What follows belongs to an exercise in optimizing a design on an open flow for small area, a short achievable clock period and few clock cycles; a production flow would make more cautious choices. Power and IR drop assume default switching activity.

==> flow/design.v <==
package rfsc_pkg;
	localparam logic [1:0] OP_TICK  = 2'd0;
	localparam logic [1:0] OP_PLAY  = 2'd1;
	localparam logic [1:0] OP_STOP  = 2'd2;
	localparam logic [1:0] OP_WRITE = 2'd3;
	localparam logic [1:0] EV_ACT        = 2'd0;
	localparam logic [1:0] EV_DEACT      = 2'd1;
	localparam logic [1:0] EV_NONE_FOUND = 2'd2;
endpackage
module round_filtered_step_chaser_core (
	input  logic        clk,
	input  logic        arst_n,
	input  logic        cfg_we,
	input  logic [4:0]  cfg_wdata,
	input  logic        s_tvalid,
	output logic        s_tready,
	input  logic [1:0]  s_tuser,
	input  logic [71:0] s_tdata,
	output logic        m_tvalid,
	input  logic        m_tready,
	output logic [1:0]  m_tuser,
	output logic [23:0] m_tdata,
	output logic        m_tlast
);
	localparam logic [14:0] RN_TOP = 15'h7fff;
	logic [15:0] t_dm  [16];   
	logic [14:0] t_lo  [16];
	logic [14:0] t_hi  [16];
	logic [1:0]  t_fl  [16];
	logic [3:0]  last_q;       
	logic        playing_q;
	logic        srch_q;       
	logic        stale_q;      
	logic        rdy_q;        
	logic        fin_q;        
	logic        dq_q;         
	logic [7:0]  cnt_q;        
	logic [16:0] el_q;
	logic        sat_q;        
	logic [17:0] rem_q;        
	logic        dfl_q;        
	logic [3:0]  cp_q;         
	logic [15:0] ch_q;
	logic [14:0] cr_q;
	logic        inc_q;        
	logic [14:0] clo_q;        
	logic [14:0] chi_q;
	logic        cact_q;
	logic [15:0] cdm_q;
	logic        cdfl_q;
	logic        ov_q;         
	logic [1:0]  ok_q;
	logic [3:0]  os_q;
	logic [14:0] or_q;
	logic        ol_q;
	logic        pv_q;         
	logic [3:0]  ps_q;         
	logic        accept;
	logic        op_tick, op_play, op_stop, op_write;
	assign s_tready = rdy_q && (!ov_q || m_tready);
	assign accept   = s_tvalid && s_tready;
	assign op_tick  = accept && (s_tuser == rfsc_pkg::OP_TICK);
	assign op_play  = accept && (s_tuser == rfsc_pkg::OP_PLAY);
	assign op_stop  = accept && (s_tuser == rfsc_pkg::OP_STOP);
	assign op_write = accept && (s_tuser == rfsc_pkg::OP_WRITE);
	logic [3:0]  w_idx;
	logic [15:0] w_dur, w_min, w_ex, w_max;
	logic [15:0] w_dm;
	logic [14:0] lo_m, hi_m, w_lo, w_hi;
	logic        ex_on, never;
	assign w_idx = s_tdata[3:0];
	assign w_dur = s_tdata[19:4];
	assign w_min = s_tdata[35:20];
	assign w_ex  = s_tdata[51:36];
	assign w_max = s_tdata[67:52];
	assign w_dm  = w_dur - 16'd1;
	assign lo_m  = w_min[15] ? 15'd0 : w_min[14:0];
	assign hi_m  = w_max[15] ? RN_TOP : w_max[14:0];
	assign ex_on = !w_ex[15];
	assign never = (w_max[15] && (w_max != 16'hffff)) || (w_ex[15] && (w_ex != 16'hffff)) ||
		(ex_on && ((w_ex[14:0] < lo_m) || (w_ex[14:0] > hi_m)));
	assign w_lo  = ex_on ? w_ex[14:0] : lo_m;
	assign w_hi  = never ? 15'd0 : (ex_on ? w_ex[14:0] : hi_m);
	always_ff @(posedge clk) begin
		for (int i = 0; i < 16; i++) begin
			if (op_write && (w_idx == 4'(i))) begin
				t_dm[i] <= w_dm;
				t_lo[i] <= w_lo;
				t_hi[i] <= w_hi;
				t_fl[i] <= s_tdata[69:68];
			end
		end
	end
	logic [15:0] below;      
	always_comb for (int i = 0; i < 16; i++) below[i] = 4'(i) < last_q;
	logic        hit;
	logic        wrap;
	logic [3:0]  np;
	logic [15:0] nh;           
	logic [14:0] nr;
	logic [3:0]  cur;          
	logic [14:0] rn;           
	assign hit  = (cr_q >= clo_q) && (cr_q <= chi_q);
	assign wrap = !(|(ch_q & below));
	assign np   = wrap ? 4'd0 : cp_q + 4'd1;
	assign nh   = {ch_q[14:0] & below[14:0], wrap};
	assign nr   = (wrap && (cr_q != RN_TOP)) ? cr_q + 15'd1 : cr_q;
	assign cur  = (cp_q == 4'd0) ? last_q : cp_q - 4'd1;
	assign rn   = inc_q ? cr_q - 15'd1 : cr_q;
	logic [14:0] n_lo, n_hi;
	logic        n_act;
	logic [15:0] n_dm;
	logic        n_dfl;
	always_comb begin
		n_lo  = '0;
		n_hi  = '0;
		n_act = 1'b0;
		n_dm  = '0;
		n_dfl = 1'b0;
		for (int i = 0; i < 16; i++) begin
			n_lo  = n_lo  | (t_lo[i] & {15{nh[i]}});
			n_hi  = n_hi  | (t_hi[i] & {15{nh[i]}});
			n_act = n_act | (t_fl[i][0] & nh[i]);
			n_dm  = n_dm  | (t_dm[i] & {16{nh[i]}});
			n_dfl = n_dfl | (t_fl[i][1] & nh[i]);
		end
	end
	logic        adv;
	logic        sat;
	logic        try_c;        
	logic        nf;           
	logic        to_first;     
	logic [16:0] el_adv;
	logic [17:0] rem_adv;
	logic [17:0] cdm_x;        
	assign sat      = sat_q;
	assign adv      = rem_q[17];
	assign el_adv   = ~rem_q[16:0] + {16'd0, !sat};
	assign cdm_x    = {{2{cdm_q == 16'hffff}}, cdm_q};
	logic [9:0]  ra_lo;
	logic [8:0]  ra_h0, ra_h1;
	assign ra_lo    = {1'b0, cdm_x[8:0]} + {1'b0, rem_q[8:0]} + {9'd0, sat};
	assign ra_h0    = cdm_x[17:9] + rem_q[17:9];
	assign ra_h1    = cdm_x[17:9] + rem_q[17:9] + 9'd1;
	assign rem_adv  = {ra_lo[9] ? ra_h1 : ra_h0, ra_lo[8:0]};
	assign try_c    = (srch_q && !fin_q) || (op_tick && playing_q && adv) || (op_play && !playing_q);
	assign nf       = srch_q && !fin_q && !hit && (cnt_q == 8'h80);
	assign to_first = (op_stop && playing_q) || fin_q;
	logic deact_ev;
	logic [3:0] old;
	assign deact_ev = srch_q ? dq_q : (op_tick && dfl_q);
	assign old      = srch_q ? ps_q : cur;
	always_ff @(posedge clk or negedge arst_n) begin
		if (!arst_n) begin
			last_q    <= 4'd0;
			playing_q <= 1'b0;
			srch_q    <= 1'b0;
			fin_q     <= 1'b0;
			rdy_q     <= 1'b1;
			stale_q   <= 1'b0;
			cp_q      <= 4'd0;
			ch_q      <= 16'd1;
			cr_q      <= 15'd1;
			ov_q      <= 1'b0;
			pv_q      <= 1'b0;
		end else begin
			if (cfg_we) begin
				if (cfg_wdata == 5'd0) last_q <= 4'd0;
				else if (cfg_wdata > 5'd16) last_q <= 4'd15;
				else last_q <= 4'(cfg_wdata - 5'd1);
			end
			if (ov_q && m_tready) begin
				ov_q <= pv_q;
				pv_q <= 1'b0;
			end
			if (op_play && !playing_q) playing_q <= 1'b1;
			if (op_stop && playing_q) begin
				playing_q <= 1'b0;
				if (dfl_q) ov_q <= 1'b1;
			end
			if (try_c) begin
				srch_q <= !hit;
				fin_q  <= nf;
				if (hit) begin
					if (cact_q || deact_ev) ov_q <= 1'b1;
					pv_q <= cact_q && deact_ev;
				end else if (nf) begin
					playing_q <= 1'b0;
					ov_q      <= 1'b1;
				end
			end
			stale_q <= op_write && (w_idx == cur) && playing_q;
			rdy_q   <= !(op_write && (w_idx == cur) && playing_q) &&
				!(try_c ? !hit : (srch_q && !fin_q)) &&
				!(try_c && hit ? (cact_q && deact_ev) : (pv_q && !(ov_q && m_tready)));
			if (fin_q) begin
				srch_q <= 1'b0;
				fin_q  <= 1'b0;
			end
			if (to_first) begin
				cp_q <= 4'd0;
				ch_q <= 16'd1;
				cr_q <= 15'd1;
			end else if (try_c) begin
				cp_q <= np;
				ch_q <= nh;
				cr_q <= nr;
			end
		end
	end
	always_ff @(posedge clk) begin
		if (op_tick && playing_q) begin
			if (adv) begin
				el_q  <= el_adv;
				sat_q <= sat ? (rem_q[16:0] == 17'd0) : (rem_q[16:0] == 17'd1);
				rem_q <= rem_adv;
			end else begin
				el_q  <= el_q + 17'd1;
				sat_q <= el_q == 17'h1fffe;
				rem_q <= rem_q - 18'd1;
			end
		end
		if (op_play && !playing_q) begin
			el_q  <= 17'd0;
			sat_q <= 1'b0;
			rem_q <= cdm_x;
		end
		if (srch_q || stale_q) rem_q <= (stale_q ? rem_q : cdm_x) + ~{1'b0, el_q} + {17'd0, !stale_q};
		if (op_write && (w_idx == cur)) begin
			rem_q <= {2'b00, w_dur};
			dfl_q <= s_tdata[69];
		end
		if (to_first) begin
			clo_q  <= t_lo[0];
			chi_q  <= t_hi[0];
			cact_q <= t_fl[0][0];
			cdm_q  <= t_dm[0];
			cdfl_q <= t_fl[0][1];
		end else if (try_c) begin
			clo_q  <= n_lo;
			chi_q  <= n_hi;
			cact_q <= n_act;
			cdm_q  <= n_dm;
			cdfl_q <= n_dfl;
			inc_q  <= wrap && (cr_q != RN_TOP);
		end else if (op_write && (w_idx == cp_q)) begin
			clo_q  <= w_lo;
			chi_q  <= w_hi;
			cact_q <= s_tdata[68];
			cdm_q  <= w_dm;
			cdfl_q <= s_tdata[69];
		end
		if (ov_q && m_tready) begin
			ok_q <= rfsc_pkg::EV_DEACT;
			os_q <= ps_q;
			ol_q <= 1'b1;
		end
		if (op_stop && playing_q) begin
			ok_q <= rfsc_pkg::EV_DEACT;
			os_q <= cur;
			or_q <= rn;
			ol_q <= 1'b1;
		end
		if (try_c) begin
			if (!srch_q) begin
				dq_q   <= op_tick && dfl_q;
				ps_q   <= cur;
				cnt_q  <= 8'h01;
			end else begin
				cnt_q  <= {cnt_q[6:0], cnt_q[7] ^ cnt_q[5] ^ cnt_q[4] ^ cnt_q[3]};
			end
			ok_q <= (cact_q || nf) ? {nf, 1'b0} : rfsc_pkg::EV_DEACT;
			os_q <= (cact_q || nf) ? cp_q : old;
			or_q <= cr_q;
			ol_q <= !(cact_q && deact_ev) || nf;
			dfl_q <= cdfl_q;
		end
	end
	assign m_tvalid = ov_q;
	assign m_tuser  = ok_q;
	assign m_tdata  = {5'd0, or_q, os_q};
	assign m_tlast  = ol_q;
endmodule
make LEC_CHECK=0 CAP_MARGIN=20 CORE_MARGIN=2 CORE_UTILIZATION=55 CTS_BUF_LIST='sky130_fd_sc_hd__clkbuf_4 sky130_fd_sc_hd__clkbuf_8' SETUP_SLACK_MARGIN=2.1 SLEW_MARGIN=20 finish   # period 5.0 ns
run.sh (not shown) runs the stock make flow with config.mk's settings and CLKGATE_MAP_FILE= SYNTH_SCRIPT=/design/flow/synth_recipe.tcl, a recipe that flattens the netlist after the stock synthesis.
The first run finished with timing, DRC and antenna clean.
Edit:
- CORE_UTILIZATION: 55 -> 40
=> Synthesized cell count does not change; total power goes down by 0.83%; sequential power hardly moves; non-clock buffer count goes down by 32; cell count goes up by 7.2%; wire length goes down by 3.4%.
No functional check of the RTL was part of any run of this note.

[separate check: timing with driven ports]
The results above use ideal ports. As a check the final layouts listed here were re-extracted and re-timed, cells and wires unchanged.
Step 1: set_driving_cell puts a clkbuf_16 on clk and a buf_2 on each other input, an assumption about the parent block.
Step 2 also shifts input and output timing later by t, the mid clock arrival at the registers, as if the neighbouring blocks saw the same clock.
Three values: ideal ports, drivers, drivers and shift; two values: the first two.
run | t, ns | setup WS [ns] | slew at the worst register clock pin (ns) | worst data-port slew with drivers (ns)
the first run | 0.861 | 1.908 / 1.908 / 1.300 | 0.07 / 0.07 | 0.07
the second run | 0.857 | 1.899 / 1.899 / 1.304 | 0.07 / 0.07 | 0.12
After both steps setup and hold are still met in every run listed. For the first run, which loses most, drivers alone change the setup slack by 0.000 ns; drivers and shift together by -0.608 ns.
